What follows belongs to an exercise in optimizing a design on an open flow for small area and a short achievable clock period; a production flow would make more cautious choices.
Only simulation tests tie the RTL to the original design; equivalence was not proved.
The clock port is modelled as an ideal driver, which makes a skipped or thinned clock tree look cheaper than it is; a real chip needs a root buffer or a tree.
Power is estimated from default activity; no workload was simulated.

Setup of rev 12:
// exp_bf16_top
module exp_bf16_top
(
    input  logic        clk,
    input  logic        rst,
    input  logic        valid_i,
    input  logic [15:0] data_i,
    output logic        valid_o,
    output logic [15:0] data_o
);
    localparam int bf16_man_w = 7;        
    localparam int bf16_bias  = 127;
    localparam logic [7:0] exp_tiny = 8'd118;    
    localparam logic [7:0] exp_huge = 8'd134;    
    localparam logic [15:0] bf16_one  = 16'h3f80;
    localparam logic [15:0] bf16_pinf = 16'h7f80;
    localparam logic [15:0] bf16_qnan = 16'h7fc0;
    localparam logic [15:0] bf16_zero = 16'h0000;
    localparam int frac_w  = 16;
    localparam int fix_w   = 8 + frac_w;      
    localparam int unit_w  = frac_w + 1;      
    localparam int shift_w = 10;              
    localparam logic [unit_w-1:0] log2e_fix = 17'h17154;     
    localparam logic [unit_w-1:0] ln2_fix   = 17'h0b172;     
    localparam logic [unit_w-1:0] one_fix   = 17'h10000;
    logic [4:0] v;       
    always_ff @(posedge clk)
    begin
        if (rst)
            v <= '0;
        else
            v <= {v[3:0], valid_i};
    end
    assign valid_o = v[4];
    logic [15:0] d1;
    always_ff @(posedge clk)
        d1 <= data_i;
    logic        sgn;
    logic [7:0]  exp_b;
    logic [6:0]  man;
    logic [22:0] pp_c;
    assign sgn   = d1[15];
    assign exp_b = d1[14:7];
    assign man   = d1[6:0];
    exp_range_reduce i_reduce
    (
        .sgn (sgn),
        .man (man),
        .pp  (pp_c)
    );
    logic        s2;
    logic        nan2;
    logic        sat2;
    logic        one2;
    logic [3:0]  sh2;
    logic [22:0] pp2;
    always_ff @(posedge clk)
    begin
        s2   <= sgn;
        nan2 <= exp_b == 8'hff && man != '0;
        sat2 <= exp_b >= exp_huge;
  ...
export LEC_CHECK = 0
export ABC_AREA = 1
export CAP_MARGIN = 20
export CORE_MARGIN = 2
export CORE_UTILIZATION = 60
export CTS_BUF_LIST = sky130_fd_sc_hd__clkbuf_8
export CTS_CLUSTER_SIZE = 30
export SLEW_MARGIN = 20
create_clock -name core_clock -period 11.5 [get_ports {clk}]
standard.sh (not shown) runs the stock make flow with config.mk's settings and CLKGATE_MAP_FILE= SYNTH_SCRIPT=/design/flow/synth_recipe.tcl, a recipe that flattens the netlist after the stock synthesis.
==> flow/flow/run.sh <==
#!/bin/bash
# The standard layout, with three changes to how it is made (the clock
# period and every constraint stay the design's):
# - repair_timing aims for more setup slack than the design's period leaves;
# - the ports get plain buffers instead of delay cells;
# - the clock network is four clock buffers fed by the clock port, one per
#   quarter of the registers, instead of TritonCTS's two-level H-tree
#   (flow/clock_pre_cts.tcl).
set -euo pipefail
here=$(pwd)
bash standard.sh SETUP_SLACK_MARGIN=8.57 \
  "BUFFER_PORTS_ARGS=-buffer_cell sky130_fd_sc_hd__buf_1" \
  "PRE_CTS_TCL=$here/flow/clock_pre_cts.tcl" \
  finish > standard_flow.log 2>&1
==> flow/flow/clock_pre_cts.tcl <==
# Clock network in place of TritonCTS: the clock port drives four
# clkbuf_16, one per quarter of the registers (split at the median x, then
# at the median y of each half), each placed at the centre of its
# registers. Every register is one buffer away from the port, so the
# clock arrives at them all alike. Sourced by ORFS's cts.tcl as
# PRE_CTS_TCL; clock_tree_synthesis is then skipped, and the rest of
# cts.tcl (legalisation, repair_timing) runs as usual.
set block [ord::get_db_block]
set db [ord::get_db]
set clknet [$block findNet clk]
set master [$db findMaster sky130_fd_sc_hd__clkbuf_16]
set sinks {}
foreach it [$clknet getITerms] {
  set b [[$it getInst] getBBox]
  lappend sinks [list $it [expr {([$b xMin] + [$b xMax]) / 2}] [expr {([$b yMin] + [$b yMax]) / 2}]]
}
proc halves {items idx} {
  set s [lsort -integer -index $idx $items]
  set h [expr {[llength $s] / 2}]
  return [list [lrange $s 0 [expr {$h - 1}]] [lrange $s $h end]]
}
set groups {}
foreach half [halves $sinks 1] {
  foreach q [halves $half 2] { lappend groups $q }
}
set k 0
foreach g $groups {
  set sx 0; set sy 0
  foreach s $g { set sx [expr {$sx + [lindex $s 1]}]; set sy [expr {$sy + [lindex $s 2]}] }
  set n [llength $g]
  set inst [odb::dbInst_create $block $master clkbuf_q$k]
  $inst setLocation [expr {$sx / $n}] [expr {$sy / $n}]
  $inst setPlacementStatus PLACED
  set net [odb::dbNet_create $block clknet_q$k]
  $net setSigType CLOCK
  [$inst findITerm A] connect $clknet
  [$inst findITerm X] connect $net
  foreach s $g { set it [lindex $s 0]; $it disconnect; $it connect $net }
  puts "clock buffer clkbuf_q$k: $n registers"
  incr k
}
proc clock_tree_synthesis {args} {
  puts "clock_tree_synthesis skipped: the clock network was built by clock_pre_cts.tcl"
}
The flow did not stop early for rev 12: all stages ran, and the layout cleared the timing, DRC and antenna checks.
Here is what was changed in the inputs of rev 13 compared with rev 12.
diff --git a/flow/flow/run.sh b/flow/flow/run.sh
--- a/flow/flow/run.sh
+++ b/flow/flow/run.sh
@@ -9,5 +9,5 @@
 set -euo pipefail
 here=$(pwd)
-bash standard.sh SETUP_SLACK_MARGIN=8.57 \
+bash standard.sh SETUP_SLACK_MARGIN=8.5 \
   "BUFFER_PORTS_ARGS=-buffer_cell sky130_fd_sc_hd__buf_1" \
   "PRE_CTS_TCL=$here/flow/clock_pre_cts.tcl" \
- Summary — fraction of area in multi-input gates, rev 13 relative to rev 12: higher, by 0.20 points.
- Number of nets produced by synthesis essentially unchanged between rev 12 and rev 13.
- Fraction of the core area covered by cells at the end of the flow (rev 13 over rev 12): decrease, 0.59 points
- The relative max-transition margin of rev 13 was superior to that of rev 12.
- The share of the clock period used by the worst path number comes out lower for rev 12 vs rev 13.
- Rev 12 -> rev 13: final-report hold violation count delta 0, exact match
- Rev 13 vs. rev 12: worst clock skew ~0 delta; post-route cell area -78 sq um; switching fraction of total power +0.21 points.
- Cmp rev 13 and rev 12 / wire length / lower: rev 13
No run of this note takes its clock network from TritonCTS; it comes from the design's own scripts or RTL.

exp_bf16_top, a different RTL version from the one above (not shown whole).
For scale: ~120 flip-flops, ~36 I/O pins.
Design exp_bf16_top, start of the top module:
module exp_bf16_top
(
    input  logic        clk,
    input  logic        rst,
    input  logic        valid_i,
    input  logic [15:0] data_i,
    output logic        valid_o,
    output logic [15:0] data_o
);
    localparam int bf16_man_w = 7;        
    localparam int bf16_bias  = 127;
    localparam logic [7:0] exp_tiny = 8'd118;    
    localparam logic [7:0] exp_huge = 8'd134;    
    localparam logic [15:0] bf16_one  = 16'h3f80;
    localparam logic [15:0] bf16_pinf = 16'h7f80;
    localparam logic [15:0] bf16_qnan = 16'h7fc0;
    localparam logic [15:0] bf16_zero = 16'h0000;
    localparam int frac_w  = 16;
    localparam int fix_w   = 8 + frac_w;      
    localparam int unit_w  = frac_w + 1;      
    localparam int shift_w = 10;              
    localparam logic [unit_w-1:0] log2e_fix = 17'h17154;     
    localparam logic [unit_w-1:0] ln2_fix   = 17'h0b172;     
    localparam logic [unit_w-1:0] one_fix   = 17'h10000;
    logic [4:0] v;       
    always_ff @(posedge clk)
    begin
        if (rst)
            v <= '0;
        else
            v <= {v[3:0], valid_i};
    end
    assign valid_o = v[4];
    logic [15:0] d1;
    always_ff @(posedge clk)
        d1 <= data_i;
    logic        sgn;
    logic [7:0]  exp_b;
    logic [6:0]  man;
    logic [22:0] pp_c;
  ...
export LEC_CHECK = 0
export ABC_AREA = 1
export CAP_MARGIN = 20
export CORE_MARGIN = 2
export CORE_UTILIZATION = 60
export SLEW_MARGIN = 20
create_clock -name core_clock -period 11.5 [get_ports {clk}]
==> flow/flow/run.sh <==
#!/bin/bash
# The standard layout, with repair_timing aiming for more setup slack than
# the design's period leaves, so that the achieved period gets shorter. The
# clock period and every constraint stay the design's.
set -euo pipefail
bash standard.sh SETUP_SLACK_MARGIN=8.2 finish > standard_flow.log 2>&1
Next try:
==> flow/flow/run.sh (replaced) <==
#!/bin/bash
# The standard layout, with repair_timing aiming for more setup slack than
# the design's period leaves, so that the achieved period gets shorter, and
# plain buffers (not delay cells) on the ports. The clock period and every
# constraint stay the design's.
set -euo pipefail
bash standard.sh SETUP_SLACK_MARGIN=8.2 "BUFFER_PORTS_ARGS=-buffer_cell sky130_fd_sc_hd__buf_1" finish > standard_flow.log 2>&1
Settings changed: CTS_BUF_LIST set to sky130_fd_sc_hd__clkbuf_8, CTS_CLUSTER_SIZE set to 30.
First-iteration DRC count drops by 18%.
Wire length goes down by 0.65%.
Power goes down by 5.8%.
Die area stays the same.
Critical path depth does not change.
Final area is lower by 3.6%.
Next try:
Settings changed: CTS_BUF_LIST sky130_fd_sc_hd__clkbuf_8 to sky130_fd_sc_hd__clkbuf_16, CTS_CLUSTER_DIAMETER set to 200, CTS_CLUSTER_SIZE 30 to 40.
Via count increases by 0.41%; synthesized cell count stays the same; worst setup slack gets better by 0.019 ns; design area increases by about 2.2%; global-route usage increases by 0.49 points; power increases by about 9%; wire length increases by about 2%; count of clock-buffer cells in the layout does not change; area after synthesis is unchanged.
Next try:
==> flow/flow/run.sh (replaced) <==
#!/bin/bash
# The standard layout, with repair_timing aiming for more setup slack than
# the design's period leaves, so that the achieved period gets shorter. The
# clock period and every constraint stay the design's.
set -euo pipefail
bash standard.sh SETUP_SLACK_MARGIN=8.2 finish > standard_flow.log 2>&1
Settings changed: CTS_BUF_LIST sky130_fd_sc_hd__clkbuf_16 to sky130_fd_sc_hd__clkbuf_8, CTS_CLUSTER_DIAMETER 200 to not set, CTS_CLUSTER_SIZE 40 to 30.
Outcome:
- worst setup slack is worse by 0.097 ns
- worst hold slack improved by 0.0065 ns
- synthesized cell count is unchanged
- routed wire length decreases by 2.2%
- first-iteration DRC count came out higher by about 40%

==> what the ideal ports hide <==
The flow's constraints put no driver on any port. The routed layouts listed below were extracted and timed again, unchanged, in two steps. Step 1 assumes that a clkbuf_16 drives the clock port and a buf_2 every other input. Step 2 adds t to the input delays and takes it off the output delays; t is the mean of the earliest and latest rising clock arrival at the registers after step 1. Input paths then give back, and output paths get back, about the clock's delay inside the block. a / b / c = no drivers / after step 1 / after step 2; a / b = the first two.
run | t (ns) | slack for setup (ns) | worst slew at a driven data input, ns
rev 12 | 0.243 | 8.593 / 8.508 / 8.664 | 0.03
rev 13 | 0.245 | 8.569 / 8.484 / 8.646 | 0.03
the first run of note 2 | 0.458 | 8.224 / 8.178 / 8.271 | 0.04
the second run of note 2 | 0.471 | 8.313 / 8.272 / 8.363 | 0.04
the third run of note 2 | 0.457 | 8.332 / 8.289 / 8.345 | 0.03
the fourth run of note 2 | 0.479 | 8.235 / 8.194 / 8.388 | 0.04
After both steps setup and hold are still met in every run listed.
